From an optimization exercise on the open Yosys and OpenROAD flow, aimed at small area, a short achievable clock period and few clock cycles per item; shortcuts taken in it are not production practice.
In this exercise RTL edits were held to simulation tests only and were not proved equivalent to the original.
Power and IR drop assume default switching activity.

--- flow/design.v ---
`timescale 1ns / 1ps
`default_nettype none
package rcpm_pkg;
    localparam int LAYERS_DEF         = 3;
    localparam int LEDS_PER_LAYER_DEF = 9;
    localparam int DRIVE_W  = 27;
    localparam int SELECT_W = 3;
    localparam logic [7:0] PERIOD_RESET = 8'd255;
    localparam logic CMD_TICK  = 1'b0;
    localparam logic CMD_WRITE = 1'b1;
    localparam int COLOUR_W = 24;
    localparam int IN_W        = 31;
    localparam int IN_CMD      = 30;
    localparam int IN_LAYER_LO = 28;
    localparam int IN_LED_LO   = 24;
    localparam int OUT_W = 38;
endpackage
`default_nettype wire
`timescale 1ns / 1ps
`default_nettype none
module rcpm_colour_store #(
    parameter int LAYERS         = rcpm_pkg::LAYERS_DEF,
    parameter int LEDS_PER_LAYER = rcpm_pkg::LEDS_PER_LAYER_DEF,
    parameter int LW             = $clog2(LAYERS)
) (
    input  wire logic                         aclk,
    input  wire logic                         aresetn,
    input  wire logic                         wr_en,
    input  wire logic [1:0]                   wr_layer,
    input  wire logic [3:0]                   wr_led,
    input  wire logic [23:0]                  wr_colour,
    input  wire logic [LW-1:0]                rd_layer,
    output logic [LEDS_PER_LAYER*24-1:0]      rd_row
);
    localparam int ROW_W = LEDS_PER_LAYER * 24;
    logic [LAYERS*ROW_W-1:0] store_reg;
    for (genvar l = 0; l < LAYERS; l++) begin : g_layer
        for (genvar i = 0; i < LEDS_PER_LAYER; i++) begin : g_led
            always_ff @(posedge aclk) begin
                if (!aresetn) begin
                    store_reg[(l*ROW_W + i*24) +: 24] <= '0;
                end else if (wr_en && (32'(wr_layer) == l) && (32'(wr_led) == i)) begin
                    store_reg[(l*ROW_W + i*24) +: 24] <= wr_colour;
                end
            end
        end
    end
    assign rd_row = store_reg[32'(rd_layer)*ROW_W +: ROW_W];
endmodule
`default_nettype wire
`timescale 1ns / 1ps
`default_nettype none
module rcpm_compare #(
    parameter int LEDS_PER_LAYER = rcpm_pkg::LEDS_PER_LAYER_DEF
) (
    input  wire logic [7:0]                      pos,
    input  wire logic [LEDS_PER_LAYER*24-1:0]    row,
    output logic [rcpm_pkg::DRIVE_W-1:0]         drive_bits
);
    localparam int BW = 3 * LEDS_PER_LAYER;
    logic [BW-1:0] raw;
    for (genvar i = 0; i < LEDS_PER_LAYER; i++) begin : g_led
        assign raw[3*i]   = pos < row[i*24 + 16 +: 8];
        assign raw[3*i+1] = pos < row[i*24 + 8 +: 8];
        assign raw[3*i+2] = pos < row[i*24 +: 8];
    end
    assign drive_bits = rcpm_pkg::DRIVE_W'(raw);
endmodule
`default_nettype wire
`timescale 1ns / 1ps
`default_nettype none
module rcpm_pwm_counter #(
    parameter int LAYERS = rcpm_pkg::LAYERS_DEF,
    parameter int LW     = $clog2(LAYERS)
) (
    input  wire logic          aclk,
    input  wire logic          aresetn,
    input  wire logic          cfg_wr_en,
    input  wire logic [7:0]    cfg_wr_data,
    input  wire logic          tick,
    output logic [7:0]         pos_next,
    output logic [LW-1:0]      layer_next
);
    logic [7:0]    period_reg;
    logic [7:0]    pos_reg;
    logic [LW-1:0] layer_reg;
    logic [8:0]    pos_inc;
    logic [LW:0]   layer_inc;
    logic          wrap;
    always_comb begin
        pos_inc   = {1'b0, pos_reg} + 9'd1;
        wrap      = pos_inc >= {1'b0, period_reg};
        layer_inc = {1'b0, layer_reg} + (LW+1)'(1);
        pos_next  = wrap ? 8'd0 : pos_inc[7:0];
        if (!wrap) begin
            layer_next = layer_reg;
        end else if (layer_inc >= (LW+1)'(LAYERS)) begin
            layer_next = '0;
        end else begin
            layer_next = layer_inc[LW-1:0];
        end
    end
    always_ff @(posedge aclk) begin
        if (!aresetn) begin
            period_reg <= rcpm_pkg::PERIOD_RESET;
            pos_reg    <= '0;
            layer_reg  <= '0;
        end else begin
            if (cfg_wr_en) begin
                period_reg <= cfg_wr_data;
            end
            if (tick) begin
                pos_reg   <= pos_next;
                layer_reg <= layer_next;
            end
        end
    end
endmodule
`default_nettype wire
`timescale 1ns / 1ps
`default_nettype none
module rgb_cube_pwm_multiplexer #(
    parameter int LAYERS         = rcpm_pkg::LAYERS_DEF,
    parameter int LEDS_PER_LAYER = rcpm_pkg::LEDS_PER_LAYER_DEF
) (
    input  wire logic          aclk,
    input  wire logic          aresetn,
    input  wire logic          cfg_wr_en,
    input  wire logic [7:0]    cfg_wr_data,
    input  wire logic          s_valid,
    output logic               s_ready,
    input  wire logic [30:0]   s_data,
    output logic               m_valid,
    input  wire logic          m_ready,
    output logic [37:0]        m_data
);
    localparam int LW = $clog2(LAYERS);
    logic [30:0] in_reg;
    logic        in_valid_reg;
    logic [37:0] out_reg;
    logic        out_valid_reg;
    logic                             advance;
    logic                             is_tick;
    logic                             tick;
    logic                             wr_en;
    logic [7:0]                       pos_next;
    logic [LW-1:0]                    layer_next;
    logic [LAYERS-1:0]                layer_onehot;
    logic [LEDS_PER_LAYER*24-1:0]     row;
    logic [rcpm_pkg::DRIVE_W-1:0]     drive_bits;
    assign is_tick = in_reg[rcpm_pkg::IN_CMD] == rcpm_pkg::CMD_TICK;
    assign advance = in_valid_reg && (!is_tick || !out_valid_reg || m_ready);
    assign tick    = advance && is_tick;
    assign wr_en   = advance && (in_reg[rcpm_pkg::IN_CMD] == rcpm_pkg::CMD_WRITE);
    assign s_ready = !in_valid_reg || advance;
    rcpm_colour_store #(
        .LAYERS         (LAYERS),
        .LEDS_PER_LAYER (LEDS_PER_LAYER),
        .LW             (LW)
    ) u_store (
        .aclk      (aclk),
        .aresetn   (aresetn),
        .wr_en     (wr_en),
        .wr_layer  (in_reg[rcpm_pkg::IN_LAYER_LO +: 2]),
        .wr_led    (in_reg[rcpm_pkg::IN_LED_LO +: 4]),
        .wr_colour (in_reg[23:0]),
        .rd_layer  (layer_next),
        .rd_row    (row)
    );
    rcpm_pwm_counter #(
        .LAYERS (LAYERS),
        .LW     (LW)
    ) u_counter (
        .aclk        (aclk),
        .aresetn     (aresetn),
        .cfg_wr_en   (cfg_wr_en),
        .cfg_wr_data (cfg_wr_data),
        .tick        (tick),
        .pos_next    (pos_next),
        .layer_next  (layer_next)
    );
    rcpm_compare #(
        .LEDS_PER_LAYER (LEDS_PER_LAYER)
    ) u_compare (
        .pos        (pos_next),
        .row        (row),
        .drive_bits (drive_bits)
    );
    assign layer_onehot = LAYERS'(1) << layer_next;
    always_ff @(posedge aclk) begin
        if (!aresetn) begin
            in_valid_reg  <= 1'b0;
            out_valid_reg <= 1'b0;
        end else begin
            if (s_ready) begin
                in_valid_reg <= s_valid;
            end
            if (tick) begin
                out_valid_reg <= 1'b1;
            end else if (m_ready) begin
                out_valid_reg <= 1'b0;
            end
        end
    end
    always_ff @(posedge aclk) begin
        if (s_ready && s_valid) begin
            in_reg <= s_data;
        end
        if (tick) begin
            out_reg <= {drive_bits, rcpm_pkg::SELECT_W'(layer_onehot), pos_next};
        end
    end
    assign m_valid = out_valid_reg;
    assign m_data  = out_reg;
endmodule
`default_nettype wire
--- flow/run.sh ---
#!/bin/bash
# synth_recipe.tcl (not shown) runs the flow's synth.tcl, then flattens the netlist and writes it again
# the make line also repeats each setting of config.mk as NAME=value (left out here)
make -C /OpenROAD-flow-scripts/flow DESIGN_CONFIG=/design/flow/config.mk WORK_HOME=/design/flow/orfs CLKGATE_MAP_FILE= SYNTH_SCRIPT=/design/flow/synth_recipe.tcl finish
--- flow/config.mk ---
export PLATFORM = sky130hd
export DESIGN_NAME = rgb_cube_pwm_multiplexer
export DESIGN_NICKNAME = rgb_cube_pwm_multiplexer
export VERILOG_FILES = /design/flow/design.v
export SDC_FILE = /design/flow/constraint.sdc
export NUM_CORES = 4
export LEC_CHECK = 0
export CAP_MARGIN = 20
export CORE_MARGIN = 2
export CORE_UTILIZATION = 40
export SLEW_MARGIN = 20
--- flow/constraint.sdc ---
create_clock -name core_clock -period 5.5 [get_ports {aclk}]
set_input_delay 1.1000 -clock core_clock [delete_from_list [all_inputs] [get_ports {aclk}]]
set_output_delay 1.1000 -clock core_clock [all_outputs]
set_load 0.01 [all_outputs]
==> run notes <==
Finish-stage setup viols -> 0
Sw power -> 0.00280 W
Max reg flops -> 648
CTS Hold Buffers Added -> 0
Final Critical Period -> 5.09 ns
DR WL/cell -> 23.6 um
Outcome -> timing/DRC/antenna clean
Fin crit share -> 0.926
Worst-Margin Slew -> 1.19 ns
Average size of a mapped cell -> 8.51 um^2
Vias -> 35200
Worst vdd ir -> 0.216 mV
Post-synthesis sequential area ratio -> 0.388
Critical path's largest stage delay -> 0.60 ns
Power share of the clock group -> 0.493
Syn nets -> 4917
Synthesized area -> 0.0398 mm^2
Placed Cells -> 5746
Routability cong. -> 0.819
Distinct cells, synth -> 50
Sw frac -> 0.236
Maxcap violations -> 0
Crit path DAT -> 5.57 ns
WS Path Type -> reg2reg
Hold Startpoint -> u_store.store_reg[176]
Startpoint type of the worst setup path -> flop
Max_slew headroom -> 0.202
Initial DRT Pass Iterations -> 8
Num CTS Buffers -> 84
Hold Crit Class -> reg2reg
Clk buf depth -> 3
Die Width -> 319 um
Num ports -> 84
Synth Flop Type -> dfxtp_1
Full die area -> 0.102 mm^2
Post-layout util -> 0.456
Layout fillers -> 9524
DR iter-0 viols -> 3418
Worst-Skew Late Latency -> 0.67 ns
Post-synth top cells -> 1420 x nand2_1, 679 x a21boi_0, 668 x dfxtp_1, 384 x clkbuf_1, 289 x mux2i_1
Reg2Reg Setup Slack -> 0.41 ns
Core Area -> 0.0984 mm^2
DRC -> 0
Vias per cell -> 5.95
Final std cells w/o fill -> 5908
CP Capture Type -> flop
Power Dens Cells -> 264 mW/mm^2
Sequential Power Share -> 0.463
Internal power -> 0.00904 W
Reg2Reg Launch Point -> u_counter.pos_reg[2]
Hold path depth -> 2
Routed Antenna Nets -> 0
Clk slew on worst S/H paths -> 0.06 ns
Initial antenna violation count -> 0
Total gr overflow -> 0
Cell type with the largest total area after synthesis -> dfxtp_1
Largest cells by area after synthesis -> dfxtp_1 34%, nand2_1 13%, a21boi_0 13%, mux2i_1 7.3%, ha_1 6.2%
Pwr Total -> 0.0118 W
IO buf count -> 83
CTS Root Cell -> clkbuf_16
Multi-input logic area -> 0.0227 mm^2
Worst Skew -> 0.0319 ns
Placement Rows -> 115
H-Tree Depth -> 3
First-pass GRT wire length -> 210 mm
Critical path cell sequence -> and3_1 > and3_1 > nand3_1 > xnor2_1 > ha_1 > and3_1 > nor2b_1 > or4_4 > nor3_4 > buf_12 > buf_4 > a221oi_1 > a221o_1 > ha_1 > a21oi_1 > nor2b_1 > o21ai_0 > nand2b_1 > a21oi_1 > nor2b_1 > a211oi_1
Max Fanout on Critical Path -> 27
Hold Fails Final Rpt -> 0
Layout cell share with drive strength beyond 1 -> 0.0714
Number of synthesized register bits -> 737
Initial Util -> 0.404
Final #Nets -> 4793
Largest net degree at the start of global routing -> 157
Number of cells on the worst reg-to-reg path -> 21
Worst Hold End -> u_store.store_reg[176]
Tot GR Track Use -> 0.265
Critical path's slowest cell -> or4_4
TritonCTS clock tree -> yes
Die Height -> 319 um
Final Max Slew Viols -> 0
R2r endpoint -> out_reg[23]
Synth top area share -> 0.336
Leak -> 15.4 nW
Post-synth EDFFs -> 69
Drt total wl -> 140 mm
Logic pwr share -> 0.044
Max frequency -> 196 MHz
CP Data Required Time -> 5.97 ns
Async S/R FF share, synth -> 0
Most common cell in the netlist -> nand2_1
ANT cells -> 0
Clock sinks -> 737
Hpwl dp -> 77.5 mm
Synthesis warning total -> 3
Mapped Cells -> 4675
Area added between synthesis and finish -> 12.9%
Number of global-route vias before repair -> 33100
Sequential Area -> 0.0154 mm^2
metrics by stage:
stage | setup slack (ns) | cell area [um^2] | setup TNS [ns] | hold WS [ns]
5_1_grt | -0.00126 | 44900 | -0.00126 | 0.485
2_1_floorplan | 1.09 | 39800 | 0 | 0.440
3_5_place_dp | 0.293 | 42000 | 0 | 0.453
6_report | 0.407 | 44900 | 0 | 0.460
4_1_cts | 0.292 | 44800 | 0 | 0.461
3_3_place_gp | 0.500 | 41900 | 0 | 0.447
layer usage:
| metal | GRT usage | wire [um] | vias to the layer above |
|---|---|---|---|
| met5 | 0 | 0 | - |
| met3 | 0.0375 | 10200 | 234 |
| met2 | 0.423 | 62100 | 1288 |
| li1 | - | - | 16500 |
| met1 | 0.364 | 62400 | 17200 |
| met4 | 0.0948 | 4890 | 0 |
logic make-up (layout without fill, tap and decap cells):
group / count (synthesis) / count (layout) / share of synthesized area
simple gates: 1654 / 1654 / 0.168
compound gates: 1342 / 1342 / 0.263
flops: 737 / 737 / 0.388
buf+inv: 449 / 395 / 0.0446
mux: 289 / 289 / 0.0727
fa+ha+maj: 198 / 198 / 0.0623
xor+xnor: 6 / 6 / 0.00132
area by class of cell:
| type | count | area share |
|---|---|---|
| multi-input combinational | 3489 | 0.506 |
| clock buffer | 127 | 0.0561 |
| clock inverter | 29 | 0.00694 |
| tap | 1287 | 0.0359 |
| inverter | 11 | 0.00103 |
| sequential | 737 | 0.344 |
| timing repair buffer | 228 | 0.0498 |
layout by cell type (no fill, tap or decap), types with 19 or more instances in the layout:
master           netlist  routed
o21bai_1              21      21
nand2_1             1420    1410
buf_12                 0      22
o211ai_1              28      28
dfxtp_1              668     666
mux2i_1              289     289
clkbuf_16              0      89
clkbuf_1             384      23
a21boi_0             679     679
ha_1                 198     198
a221oi_1             251     251
a21o_1                57      57
a22oi_1               21      21
o22ai_1               21      21
nor2_1                44      37
buf_4                  8     117
nor2b_1               54      53
nand2b_1              27      27
nand4_1               24      24
clkdlybuf4s50_1        0      82
edfxtp_1              69      69
a21oi_1               53      52
a221o_1              128     128
o21ai_0               43      41
nor3_1                26      19
a211oi_1              21      21
critical path, delay by kind of cell (launching register included):
kind | cells | cell delay, ns
AOI/OAI and AO/OA | 6 | 1.01
xor gates and xnor gates | 1 | 0.19
adders and majority gates | 2 | 0.56
buffers and inverters | 2 | 0.51
DFF | 1 | 0.41
and+or+nand+nor | 10 | 2.21
worst max path at each step:
stage	start	end
after CTS	u_counter.pos_reg[2]	out_reg[21]
after global routing	u_counter.pos_reg[2]	out_reg[21]
final	u_counter.pos_reg[2]	out_reg[23]
after global placement	u_counter.pos_reg[2]	out_reg[17]
after floorplan	u_counter.pos_reg[0]	out_reg[14]
after detailed placement	u_counter.pos_reg[2]	out_reg[21]
power groups by stage:
stage | sequential [W] | clock (W) | combinational, W
floorplan | 0.00559 | 0 | 0.000272
global placement | 0.00560 | 0 | 0.000508
detailed placement | 0.00560 | 0 | 0.000511
CTS | 0.00548 | 0.00590 | 0.000513
global route | 0.00548 | 0.00612 | 0.000541
finish | 0.00548 | 0.00583 | 0.000520
repair_timing:
action | CTS | global route
setup buffers | 0 | 2
gates resized for setup | 0 | 1
endpoints found under the setup margin | 0 | 3
Testbench counts, summed over its fixed seeds: cycles 16,408, items 16,360.

[what the ideal ports hide]
Ports are ideal in the flow. The routed layout listed here was re-timed in OpenROAD.
Step 1 sets driving cells, clkbuf_16 on the clock port and buf_2 on the other inputs (assumed; they add their load-dependent delay and slew).
Step 2 adds t to the input delays and takes it off the output delays; t is the mean of the earliest and latest rising clock arrival at the registers after step 1. Input paths then give back, and output paths get back, about the clock's delay inside the block.
Slacks: ideal ports / drivers / drivers and shift; pairs: ideal ports / drivers.
t (ns): 0.728
setup slack, ns: 0.407 / 0.407 / 0.407
worst hold slack (ns): 0.460 / 0.460 / 0.460
latest minus earliest clock arrival (ns): 0.032 / 0.033
After both steps setup and hold are still met in this run. The setup slack of this run moves by 0.000 ns with the drivers and by 0.000 ns with both steps.
